What follows belongs to an exercise in optimizing a design on an open flow for small area; a production flow would make more cautious choices. In this exercise RTL edits were held to simulation tests only and were not proved equivalent to the original. No activity file was given, so power comes from the tool's default toggle rates.

## design.v

```verilog
module blram_bit (
    input  logic clk,
    input  logic sa,
    input  logic ga,
    input  logic sb,
    input  logic gb,
    input  logic sh,
    output logic q
);
    always_ff @(posedge clk) q <= ~((sa & ga) | (sb & gb) | (sh & q));
endmodule
module blram_ao3 (
    input  logic s0, d0, s1, d1, s2, d2,
    output logic y
);
    assign y = ~((s0 & d0) | (s1 & d1) | (s2 & d2));
endmodule
module blram_ao2 (
    input  logic s0, d0, s1, d1,
    output logic y
);
    assign y = ~((s0 & d0) | (s1 & d1));
endmodule
module blram_nand4 (
    input  logic a, b, c, d,
    output logic y
);
    assign y = ~(a & b & c & d);
endmodule
module blram_nand3 (
    input  logic a, b, c,
    output logic y
);
    assign y = ~(a & b & c);
endmodule
module blram_nor4 (
    input  logic a, b, c, d,
    output logic y
);
    assign y = ~(a | b | c | d);
endmodule
module blram_nor3 (
    input  logic a, b, c,
    output logic y
);
    assign y = ~(a | b | c);
endmodule
module blram_rdcol (
    input  logic [127:0] s,
    input  logic [127:0] q,
    output logic         y
);
    logic [42:0] l1;    
    logic [10:0] l2;    
    logic [2:0]  l3;    
    for (genvar g = 0; g < 42; g++) begin : g_l1
        blram_ao3 u (.s0(s[3*g]), .d0(q[3*g]), .s1(s[3*g+1]), .d1(q[3*g+1]),
                     .s2(s[3*g+2]), .d2(q[3*g+2]), .y(l1[g]));
    end
    blram_ao2 u_l1_last (.s0(s[126]), .d0(q[126]), .s1(s[127]), .d1(q[127]), .y(l1[42]));
    for (genvar g = 0; g < 10; g++) begin : g_l2
        blram_nand4 u (.a(l1[4*g]), .b(l1[4*g+1]), .c(l1[4*g+2]), .d(l1[4*g+3]), .y(l2[g]));
    end
    blram_nand3 u_l2_last (.a(l1[40]), .b(l1[41]), .c(l1[42]), .y(l2[10]));
    blram_nor4 u_l3_0 (.a(l2[0]), .b(l2[1]), .c(l2[2]), .d(l2[3]), .y(l3[0]));
    blram_nor4 u_l3_1 (.a(l2[4]), .b(l2[5]), .c(l2[6]), .d(l2[7]), .y(l3[1]));
    blram_nor3 u_l3_2 (.a(l2[8]), .b(l2[9]), .c(l2[10]), .y(l3[2]));
    blram_nand3 u_l4 (.a(l3[0]), .b(l3[1]), .c(l3[2]), .y(y));
endmodule
module blram_dec7 (
    input  logic [6:0]   addr,
    output logic [127:0] sel
);
    logic [7:0]  lo;
    logic [15:0] hi;
    for (genvar k = 0; k < 8; k++) begin : g_lo
        assign lo[k] = (addr[2:0] == 3'(k));
    end
    for (genvar k = 0; k < 16; k++) begin : g_hi
        assign hi[k] = (addr[6:3] == 4'(k));
    end
    for (genvar w = 0; w < 128; w++) begin : g_sel
        assign sel[w] = hi[w/8] & lo[w%8];
    end
endmodule
module blram_oreg (
    input  logic clk,
    input  logic rst,
    input  logic d,
    output logic q
);
    always_ff @(posedge clk or posedge rst) begin
        if (rst) q <= 1'b0;
        else     q <= d;
    end
endmodule
module blram_dp #(
    parameter int DW = 16
) (
    input  logic          clk,
    input  logic          rst,
    output logic          init_busy,
    input  logic          a_en,
    input  logic          a_we,
    input  logic [6:0]    a_addr,
    input  logic [DW-1:0] a_din,
    output logic [DW-1:0] a_dout,
    input  logic          b_en,
    input  logic          b_we,
    input  logic [6:0]    b_addr,
    input  logic [DW-1:0] b_din,
    output logic [DW-1:0] b_dout,
    output logic          collision
);
    localparam int AW    = 7;
    localparam int DEPTH = 128;
    logic          busy_q;
    logic          ph_q;
    logic          a_en_q, a_we_q, b_en_q, b_we_q;
    logic [AW-1:0] a_addr_q, b_addr_q;
    logic [DW-1:0] a_din_q, b_din_q;
    logic [DW-1:0] a_dout_q, b_dout_q, a_dout_d, b_dout_d;
    logic          a_wr, b_wr, same_addr, a_wins, b_wr_eff, wa_any;
    logic [AW-1:0] pa_addr;
    logic [DW-1:0] ga, gb;
    assign same_addr = (a_addr_q == b_addr_q);
    assign a_wr      = a_en_q && a_we_q;
    assign b_wr      = b_en_q && b_we_q;
    assign a_wins    = a_wr && same_addr;
    assign b_wr_eff  = b_wr && !a_wins;
    assign wa_any  = busy_q || a_wr;
    assign pa_addr = a_addr_q;
    assign ga = {DW{wa_any}} & ((busy_q ? {DW{1'b0}} : a_din_q) ^ {DW{ph_q}});
    assign gb = {DW{b_wr_eff}} & (b_din_q ^ {DW{ph_q}});
    logic [DEPTH-1:0] ra, rb, sh;
    blram_dec7 u_deca (.addr(pa_addr), .sel(ra));
    blram_dec7 u_decb (.addr(b_addr_q), .sel(rb));
    for (genvar w = 0; w < DEPTH; w++) begin : g_dec
        assign sh[w] = !((ra[w] && wa_any) || (rb[w] && b_wr_eff));
    end
    logic [DEPTH*DW-1:0] mem_q;
    for (genvar w = 0; w < DEPTH; w++) begin : g_word
        for (genvar i = 0; i < DW; i++) begin : g_bit
            blram_bit u_bit (
                .clk(clk), .sa(ra[w]), .ga(ga[i]), .sb(rb[w]), .gb(gb[i]),
                .sh(sh[w]), .q(mem_q[w*DW+i])
            );
        end
    end
    logic [DW-1:0] a_raw, b_raw;
    for (genvar i = 0; i < DW; i++) begin : g_col
        logic [DEPTH-1:0] col;
        for (genvar w = 0; w < DEPTH; w++) begin : g_w
            assign col[w] = mem_q[w*DW+i];
        end
        blram_rdcol u_rda (.s(ra), .q(col), .y(a_raw[i]));
        blram_rdcol u_rdb (.s(rb), .q(col), .y(b_raw[i]));
    end
    logic          a_rsel, b_rsel, a_ld, b_ld, a_ph_q, b_ph_q;
    logic [DW-1:0] a_oth, b_oth;
    assign a_rsel   = a_en_q && !a_we_q;
    assign b_rsel   = b_en_q && !b_we_q;
    assign a_ld     = a_en_q;
    assign b_ld     = b_en_q;
    assign a_oth    = a_wr ? ga : a_dout_q;
    assign b_oth    = b_wr ? (a_wins ? ga : gb) : b_dout_q;
    assign a_dout_d = a_rsel ? a_raw : a_oth;
    assign b_dout_d = b_rsel ? b_raw : b_oth;
    for (genvar i = 0; i < DW; i++) begin : g_oreg
        blram_oreg u_a (.clk(clk), .rst(rst), .d(a_dout_d[i]), .q(a_dout_q[i]));
        blram_oreg u_b (.clk(clk), .rst(rst), .d(b_dout_d[i]), .q(b_dout_q[i]));
    end
    always_ff @(posedge clk) begin
        b_addr_q <= b_addr;
        a_din_q  <= a_din;
        b_din_q  <= b_din;
    end
    always_ff @(posedge clk or posedge rst) begin
        if (rst) begin
            busy_q   <= 1'b1;
            a_addr_q <= '0;
            ph_q     <= 1'b0;
            a_en_q   <= 1'b0;
            a_ph_q   <= 1'b0;
            b_ph_q   <= 1'b0;
            a_we_q   <= 1'b0;
            b_en_q   <= 1'b0;
            b_we_q   <= 1'b0;
        end else begin
            ph_q <= !ph_q;
            if (a_ld) a_ph_q <= ph_q;
            if (b_ld) b_ph_q <= ph_q;
            if (busy_q && a_addr_q != AW'(DEPTH - 1)) begin
                a_addr_q <= a_addr_q + AW'(1);
            end else begin
                a_addr_q <= a_addr;
            end
            if (busy_q && a_addr_q == AW'(DEPTH - 1)) busy_q <= 1'b0;
            a_en_q <= !busy_q && a_en;
            a_we_q <= a_we;
            b_en_q <= !busy_q && b_en;
            b_we_q <= b_we;
        end
    end
    assign init_busy = busy_q;
    assign collision = a_wins && b_wr;
    assign a_dout    = a_dout_q ^ {DW{a_ph_q}};
    assign b_dout    = b_dout_q ^ {DW{b_ph_q}};
endmodule
module blram_dp_top (
    input  logic        clk,
    input  logic        rst,
    output logic        init_busy,
    input  logic        a_en,
    input  logic        a_we,
    input  logic [6:0]  a_addr,
    input  logic [15:0] a_din,
    output logic [15:0] a_dout,
    input  logic        b_en,
    input  logic        b_we,
    input  logic [6:0]  b_addr,
    input  logic [15:0] b_din,
    output logic [15:0] b_dout,
    output logic        collision
);
    blram_dp #(
        .DW(16)
    ) u_ram (
        .clk      (clk),
        .rst      (rst),
        .init_busy(init_busy),
        .a_en     (a_en),
        .a_we     (a_we),
        .a_addr   (a_addr),
        .a_din    (a_din),
        .a_dout   (a_dout),
        .b_en     (b_en),
        .b_we     (b_we),
        .b_addr   (b_addr),
        .b_din    (b_din),
        .b_dout   (b_dout),
        .collision(collision)
    );
endmodule
```

## run.sh

```bash
#!/bin/bash
# synth_recipe.tcl (not shown) runs the flow's synth.tcl, then flattens the netlist and writes it again
# the make line also repeats each setting of config.mk as NAME=value (left out here)
make -C /OpenROAD-flow-scripts/flow DESIGN_CONFIG=/design/flow/config.mk WORK_HOME=/design/flow/orfs CLKGATE_MAP_FILE= SYNTH_SCRIPT=/design/flow/synth_recipe.tcl finish
```

## config.mk

```make
export PLATFORM = sky130hd
export DESIGN_NAME = blram_dp_top
export DESIGN_NICKNAME = blram_dp_top
export VERILOG_FILES = /design/flow/design.v
export SDC_FILE = /design/flow/constraint.sdc
export NUM_CORES = 4
export LEC_CHECK = 0
export CAP_MARGIN = 10
export CORE_MARGIN = 2
export CORE_UTILIZATION = 40
export PLACE_DENSITY = 0.5
export SLEW_MARGIN = 10
export SYNTH_HIERARCHICAL = 1
```

## constraint.sdc

```tcl
create_clock -name core_clock -period 4.5 [get_ports {clk}]
set_input_delay 0.9000 -clock core_clock [delete_from_list [all_inputs] [get_ports {clk}]]
set_output_delay 0.9000 -clock core_clock [all_outputs]
set_load 0.01 [all_outputs]
```

==> out/results.tsv, run 1 <==
metric	value	unit
status	failed layout checks	
layout violations	negative setup slack	
Tmin final	4.65	ns
drt pass-1 iters	17	
Pins Over Slew Limit	0	
CTS root buffer	clkbuf_16	
Synthesized Nets	6960	
kind of critical path	register to register	
Peak VDD IR	0.385	mV
io pins	86	
skew final	0.0498	ns
Crit. End Element	register	
Detailed Route Iter0 Violations	33600	
CP max-delay cell	nor4_2	
first-pass GRT wire length	649000	um
f_max	215	MHz
Vias per Instance	8.78	
CTS clock-pin slew for the worst setup and hold paths	0.06	ns
clock latency (worst-skew pair)	0.89	ns
#FFs+latches synth	2134	
Async SR Flop Fraction	2.20	%
Crit path required time	5.27	ns
area delta synth->final	22.3	%
Die Ht	469	um
standard-cell rows	170	
Worst-Margin Slew	1.33	ns
number of remaining DRC errors	0	
most frequent cells in the layout	3392 x a222oi_1, 2087 x dfxtp_1, 660 x buf_4	
critical path data arrival time	5.42	ns
Global Route Usage Sum	40.0	%
nets@finish	7928	
commonest non-fill, non-tap cell in the layout	a222oi_1	
Yosys warning count	9	
antenna violations before repair	16	
initial core utilization	40.3	%
CTS tree	yes	
Crit path largest cell delay	0.82	ns
number of global-route vias before repair	85000	
clock sink count	2134	
EDFF count, synth	0	
synthesized area per cell	12.5	um2
minimum hold slack	0.456	ns
crit share post-route	103	%
Hold Fails Final Rpt	0	
WL final	469000	um
Die X	469	um
Rel. slew slack	11.2	%
average wire per standard cell	43.0	um
GP Congestion	0.994	
largest fanout on the critical path	19	
Power per Cell Area	458	mW/mm2
share of layout cells above drive strength 1	21.0	%
Hold Path Class	input port to register	
Seq/Total Area, Yosys	49.6	%
Most used DFF post-synth	dfxtp_1	
Buffers & Inverters on Critical Path	3	
Clock Tree Buf Depth	3	
ANT nets after route	0	
cell repeated most along the worst path	buf_4	
post-DP HPWL	293000	um
Setup crit start kind	register	
RSZ-0062 raised after global routing	false	
Cell Chain, Critical Path	nand4bb_1 > buf_4 > nor2_2 > buf_4 > a222oi_1 > nand4_1 > nor4_2 > buf_4 > nand3_1 > nor2_1 > a21oi_1 > mux2_2	
post-synthesis instance total	6907	
Leak	36.9	nW
die area	0.220	mm2
area of the mapped netlist	0.0866	mm2
Vias	95900	
IO buf count	85	
MaxCap Viol Count	0	
Post-CTS Hold Buffers	0	
Total Power	48.5	mW
final setup fails	3	
# H-tree levels	4	
pin count of the biggest net entering global routing	129	
core area	0.215	mm2
global route overflow	0	
TritonCTS Buffers	231	
Final WS setup	-0.154	ns
library cells used by synthesis	51	
delay-heaviest family, CP	simple AND/OR/NAND/NOR gates	
-- synthesized netlist by cell type (all sizes together) (2+ instances only) --
cell type | count | area (um2)
mux2 | 19 | 214
a22oi | 160 | 1860
nand4b | 12 | 105
nand2 | 7 | 26.3
o211ai | 13 | 97.6
a21oi | 30 | 161
and4 | 2 | 20.0
a31oi | 4 | 25.0
clkbuf | 48 | 183
or3 | 2 | 12.5
o21ai | 13 | 65.1
or4b | 8 | 80.1
nor4 | 64 | 801
inv | 45 | 169
nand4bb | 12 | 135
or3b | 6 | 52.6
a222oi | 3392 | 34000
nor2 | 304 | 1220
and2 | 2 | 12.5
xnor2 | 36 | 315
nor2b | 31 | 194
nand3 | 68 | 340
dfrtp | 46 | 1150
nand3b | 6 | 45.0
buf | 69 | 631
dfxtp | 2087 | 41800
nor3 | 33 | 325
nand4 | 326 | 2040
or4 | 14 | 113
xor2 | 34 | 298
a221oi | 5 | 43.8
-- layout make-up --
cell class | count | area (um2)
clock inverters | 69 | 743
well taps | 2838 | 3550
diodes | 11 | 27.5
fillers | 19200 | 109000
clock buffers | 357 | 7010
repair buffers | 852 | 7950
inverters | 45 | 214
multi-input cells | 4611 | 43400
flip-flops and latches | 2134 | 43000
-- worst register-to-register path: stages (launching register included) --
cell and delay [ns]:
dfrtp_1 0.77, nand4bb_1 0.39, buf_4 0.30, nor2_2 0.09
buf_4 0.22, a222oi_1 0.53, nand4_1 0.66, nor4_2 0.83
buf_4 0.22, nand3_1 0.08, nor2_1 0.13, a21oi_1 0.05
mux2_2 0.28
-- per-layer routing --
layer	track usage, %	vias to the layer above	wire, um
li1	-	38000	-
met1	52.9	48700	175000
met2	58.3	8046	198000
met3	10.9	1169	64000
met4	23.0	10	32300
met5	0	-	72
-- worst paths after layout --
kind / startpoint / end / slack (ns) / depth (start not counted)
setup / recovery: u_ram.a_addr_q[5]$_DFF_PP0_ / u_ram.g_oreg[4].u_a.q$_DFF_PP0_ / -0.15 / 12
hold / removal: a_din[10] / u_ram.a_din_q[10]$_DFF_P_ / 0.46 / 1
setup reg to reg: u_ram.a_addr_q[5]$_DFF_PP0_ / u_ram.g_oreg[4].u_a.q$_DFF_PP0_ / -0.15 / 12
hold reg to reg: u_ram.g_word[40].g_bit[13].u_bit.q$_DFF_P_ / u_ram.g_word[40].g_bit[13].u_bit.q$_DFF_P_ / 0.49 / 1
max in group asynchronous: rst / u_ram.a_addr_q[3]$_DFF_PP0_ / 3.18 / 3
min in group asynchronous: rst / u_ram.g_oreg[0].u_b.q$_DFF_PP0_ / 0.49 / 3
-- modules after synthesis, one instance, submodules excluded, excerpt --
module	copies in the design	cells inside
blram_nand3	64	1
blram_nand4	320	1
blram_dec7	2	182
blram_bit	2048	2
blram_oreg	32	2
blram_nor4	64	1
blram_nor3	32	1
-- cells by family after synthesis --
kind of cell,share of synthesized area (%)
XOR/XNOR,0.708
AND/OR/NAND/NOR,6.42
buffers and inverters,1.13
multiplexers,0.247
flip-flops,49.6
AO/OA/AOI/OAI,41.9
adder cells (fa/ha/maj),0.0145
-- where the power goes --
part | switching [mW] | internal [mW]
sequential | 1.96 | 21.3
clock | 8.38 | 11.2
combinational | 2.94 | 2.64
-- registers in the layout, summed over array words and instances, names as in the netlist --
signal,count
u_ram.a_addr_q,7
u_ram.a_din_q,16
u_ram.g_word.g_bit.u_bit.q,2048
u_ram.g_oreg.u_b.q,16
u_ram.a_en_q,1
u_ram.b_we_q,1
u_ram.b_din_q,16
u_ram.b_ph_q,1
u_ram.busy_q,1
u_ram.a_we_q,1
u_ram.a_ph_q,1
u_ram.b_addr_q,7
u_ram.g_oreg.u_a.q,16
u_ram.ph_q,1
u_ram.b_en_q,1
-- metrics by stage --
step | area, um2 | util [%] | std cells | TNS, ns | setup slack (ns)
4_1_cts | 106000 | 49.3 | 10900 | 0 | 0.0894
6_report | 106000 | 49.3 | 10900 | -0.261 | -0.154
3_3_place_gp | 98100 | 45.6 | 10500 | 0 | 0.0291
2_1_floorplan | 86600 | - | 6907 | -2553.08 | -1.30
3_5_place_dp | 98100 | 45.6 | 10500 | -0.0172 | -0.0172
5_1_grt | 106000 | 49.3 | 10900 | 0 | 0.00635
-- repair_timing --
item	in CTS	in global routing
setup endpoints to repair	1	7
resized for setup	1	5
pin swaps	0	2
setup buffers	0	0
==> run 2: changes to the inputs <==
--- a/config.mk
+++ b/config.mk
@@ -11,2 +11,3 @@
 export PLACE_DENSITY = 0.5
+export SETUP_SLACK_MARGIN = 0.35
 export SLEW_MARGIN = 10
==> out/results.tsv, run 2 <==
metric	value	unit	change
status	no timing/DRC/antenna violations		
post-DP HPWL	297000	um	+1.3%
Sw Pwr	13.2	mW	-0.68%
delay-heaviest family, CP	simple AND/OR/NAND/NOR gates		
number of global-route vias before repair	84600		-0.43%
WL final	463000	um	-1.2%
Most used DFF post-synth	dfxtp_1		
Leak	37.5	nW	+1.4%
Net Sw Frac	27.1	%	-0.33 points
first-pass GRT wire length	642000	um	-1.0%
Clk network pwr share	40.6	%	about the same
Crit path largest cell delay	0.56	ns	-0.26 ns
Die X	469	um	unchanged
skew final	0.0393	ns	-0.0105 ns
die area	0.220	mm2	unchanged
final cell utilization of the core	49.8	%	+0.55 points
Peak VDD IR	0.406	mV	+5.3%
part of the power in registers	47.7	%	-0.3 points
Int Pwr	35.5	mW	+0.96%
Final WS setup	0.241	ns	+0.395 ns
core area	0.215	mm2	unchanged
final setup fails	0		-3
RSZ-0062 raised after global routing	true		
R2R setup slack	0.24	ns	+0.39 ns
clock latency (worst-skew pair)	0.90	ns	about the same
Setup WS pre-CTS	0.136	ns	+0.154 ns
Total Power	48.7	mW	+0.51%
Synth Area in Simple Gates	6.42	%	unchanged
f_max	235	MHz	+9.3%
most numerous cell in the Yosys netlist	a222oi_1		
average wire per standard cell	42.2	um	-1.7%
Pins Over Slew Limit	0		unchanged
Rel. slew slack	12.1	%	+0.88 points
Async SR Flop Fraction	2.20	%	unchanged
Die Ht	469	um	unchanged
FF-to-FF path depth	12		unchanged
antenna violations before repair	10		-6
Clock Tree Buf Depth	3		unchanged
Seq/Total Area, Yosys	49.6	%	unchanged
fraction of synthesized area in multiplexers	0.247	%	unchanged
# H-tree levels	4		unchanged
Tmin final	4.26	ns	-0.395 ns
largest fanout on the critical path	13		-6
CTS tree	yes		
Detailed Route Iter0 Violations	34500		+2.6%
Global Route Usage Sum	39.4	%	-0.50 points
TritonCTS Buffers	234		+1.3%
adder-cell area share of the yosys netlist	0.0145	%	unchanged
Hold Fails Final Rpt	0		unchanged
global route overflow	0		unchanged
main combinational cell family by area after synthesis	compound AO/OA/AOI/OAI gates		
Synth Area in XOR/XNOR	0.708	%	unchanged
most frequent cells in the layout	3392 x a222oi_1, 2085 x dfxtp_1, 675 x buf_4		
Hold Path Stages	1		unchanged
minimum hold slack	0.460	ns	+0.00465 ns
standard-cell rows	170		unchanged
post-synthesis compound-gate area fraction	41.9	%	unchanged
Power per Cell Area	455	mW/mm2	-0.60%
top post-synthesis cells by area	dfxtp_1 48%, a222oi_1 39%, nand4_1 2.4%		
Cell Chain, Critical Path	or3b_4 > buf_4 > buf_4 > nor2_2 > buf_4 > a222oi_1 > nand4_1 > nor4_4 > buf_4 > nand3_1 > a21oi_1 > o211ai_1		
kind of critical path	register to register		
crit share post-route	94.7	%	-8.8 points
commonest non-fill, non-tap cell in the layout	a222oi_1		
Setup crit start kind	register		
CP max-delay cell	nor4_4		
drt pass-1 iters	17		unchanged
initial core utilization	40.3	%	unchanged
Synth top cells by count	3392 x a222oi_1, 2087 x dfxtp_1, 326 x nand4_1, 272 x nor2_1, 132 x a22oi_2		
combinational group share of total power	11.7	%	+0.2 points
Yosys warning count	9		unchanged
Synthesized Nets	6960		unchanged
Hold Path Class	input port to register		
synthesized area per cell	12.5	um2	unchanged
Worst-Margin Slew	1.32	ns	-0.0114 ns
share of layout cells above drive strength 1	21.6	%	+0.67 points
Crit. End Element	register		
nets@finish	7991		+0.79%
max reg flops	2048		unchanged
CTS root buffer	clkbuf_16		
GP Congestion	1.01		+1.5%
#FFs+latches synth	2134		unchanged
Vias per Instance	8.75		-0.36%
io pins	86		unchanged
IO buf count	85		unchanged
top cell type's share of synthesized area	48.3	%	unchanged
area delta synth->final	23.7	%	
ANT nets after route	0		unchanged
Vias	96000		+0.16%
Post-CTS Hold Buffers	0		unchanged
Biggest register	u_ram.g_word.g_bit.u_bit.q		
clock sink count	2134		unchanged
cell repeated most along the worst path	buf_4		
area of the mapped netlist	0.0866	mm2	unchanged
critical path depth in cells	12		unchanged
number of remaining DRC errors	0		unchanged
Crit path required time	5.23	ns	-0.04 ns
CTS clock-pin slew for the worst setup and hold paths	0.06	ns	about the same
MaxCap Viol Count	0		unchanged
Buffers & Inverters on Critical Path	4		+1
library cells used by synthesis	51		unchanged
critical path data arrival time	4.99	ns	-0.43 ns
pin count of the biggest net entering global routing	129		unchanged
leading area contributor after synthesis	dfxtp_1		
EDFF count, synth	0		unchanged
post-synthesis instance total	6907		unchanged
-- run 2: cell counts after synthesis --
No cell type changed its count.
-- run 2: timing repair --
action | CTS | global route
resized for setup | 9 | 20
endpoints found under the setup margin | 13 | 24
pin swaps | 5 | 15
buffers inserted | 0 | 7
endpoints found under the hold margin | 0 | 0
-- run 2: stage by stage --
stage | cell area [um2] | cells | setup TNS [ns]
6_report | 107000 | 11000 | 0
5_1_grt | 107000 | 11000 | 0
4_1_cts | 107000 | 11000 | 0
3_5_place_dp | 99000 | 10500 | 0
3_3_place_gp | 99000 | 10500 | 0
2_1_floorplan | 86600 | 6907 | -1503.48
-- run 2: cells by family after synthesis --
family | count (synthesis)
AOI/OAI and AO/OA | 3620
DFF | 2134
and+or+nand+nor | 901
buffers and inverters | 162
xor gates and xnor gates | 70
muxes | 19
adders and majority gates | 1
-- run 2: Yosys stat by module, one instance, submodules excluded, a selection --
module / cell area [um2] / copies in the design / flip-flops and latches / cells inside
blram_nor3: 10.0 / 32 / 0 / 1
blram_nor4: 12.5 / 64 / 0 / 1
blram_ao2: 12.5 / 32 / 0 / 1
blram_nand3: 5.00 / 64 / 0 / 1
blram_oreg: 28.8 / 32 / 1 / 2
blram_nand4: 6.26 / 320 / 0 / 1
blram_ao3: 10.0 / 1344 / 0 / 1
-- run 2: final timing paths --
check                                                    startpoint                                       end
hold reg to reg            u_ram.g_word[4].g_bit[3].u_bit.q$_DFF_P_  u_ram.g_word[4].g_bit[3].u_bit.q$_DFF_P_
setup / recovery                          u_ram.b_addr_q[0]$_DFF_P_           u_ram.g_oreg[3].u_b.q$_DFF_PP0_
setup reg to reg                          u_ram.b_addr_q[0]$_DFF_P_           u_ram.g_oreg[3].u_b.q$_DFF_PP0_
max in group asynchronous                                       rst               u_ram.a_addr_q[4]$_DFF_PP0_
min in group asynchronous                                       rst          u_ram.g_oreg[14].u_b.q$_DFF_PP0_
hold / removal                                             b_din[5]                  u_ram.b_din_q[5]$_DFF_P_
-- run 2: metal layers --
metal / part of all wire [%] / track usage (%) / vias up
met5: 0.032 / 0.368 / -
li1: - / - / 38200
met3: 13 / 9.21 / 1115
met2: 43 / 58.9 / 8202
met1: 37 / 52.7 / 48600
met4: 6.5 / 20.9 / 8
-- run 2: area by class of cell --
| type | count | area (um2) |
|---|---|---|
| Antenna cell | 2 | 5.00 |
| Tap cell | 2838 | 3550 |
| Clock inverter | 60 | 713 |
| Sequential cell | 2134 | 43000 |
| Clock buffer | 372 | 7140 |
| Multi-Input combinational cell | 4611 | 43500 |
| Inverter | 45 | 214 |
| Fill cell | 19300 | 108000 |
| Timing Repair Buffer | 912 | 8950 |
-- run 2: worst reg2reg max path, delay by kind of cell, from the launching register on --
kind / cells / cell delay (ns)
simple gates: 5 / 1.81
buf+inv: 4 / 0.99
compound gates: 3 / 0.83
flops: 1 / 0.50
-- run 2: power by group through the flow --
stage / sequential (mW) / clock [mW] / combinational (mW)
after CTS: 23.1 / 19.9 / 5.48
after detailed placement: 23.5 / 0 / 5.46
after floorplan: 23.0 / 0 / 3.30
after global routing: 23.5 / 20.7 / 5.84
after global placement: 23.4 / 0 / 5.35
final: 23.3 / 19.8 / 5.70

## port drivers added, routing unchanged
No port has a modelled driver above. Below, the same layouts with a new extraction and two added sets of constraints. Step 1: set_driving_cell puts a clkbuf_16 on clk and a buf_2 on each other input, an assumption about the parent block. Step 2 times the ports against the registers' clock, not the clock port: input delays grow and output delays shrink by t, the midpoint of the rising clock arrivals with the driver on. Slacks: no drivers / after step 1 / after step 2; pairs: no drivers / after step 1.
| run | t, ns | slack for setup (ns) | slew at the worst register clock pin (ns) |
|---|---|---|---|
| run 1 | 0.976 | -0.154 / -0.154 / -0.154 | 0.07 / 0.07 |
| run 2 | 0.960 | 0.241 / 0.241 / 0.241 | 0.07 / 0.07 |
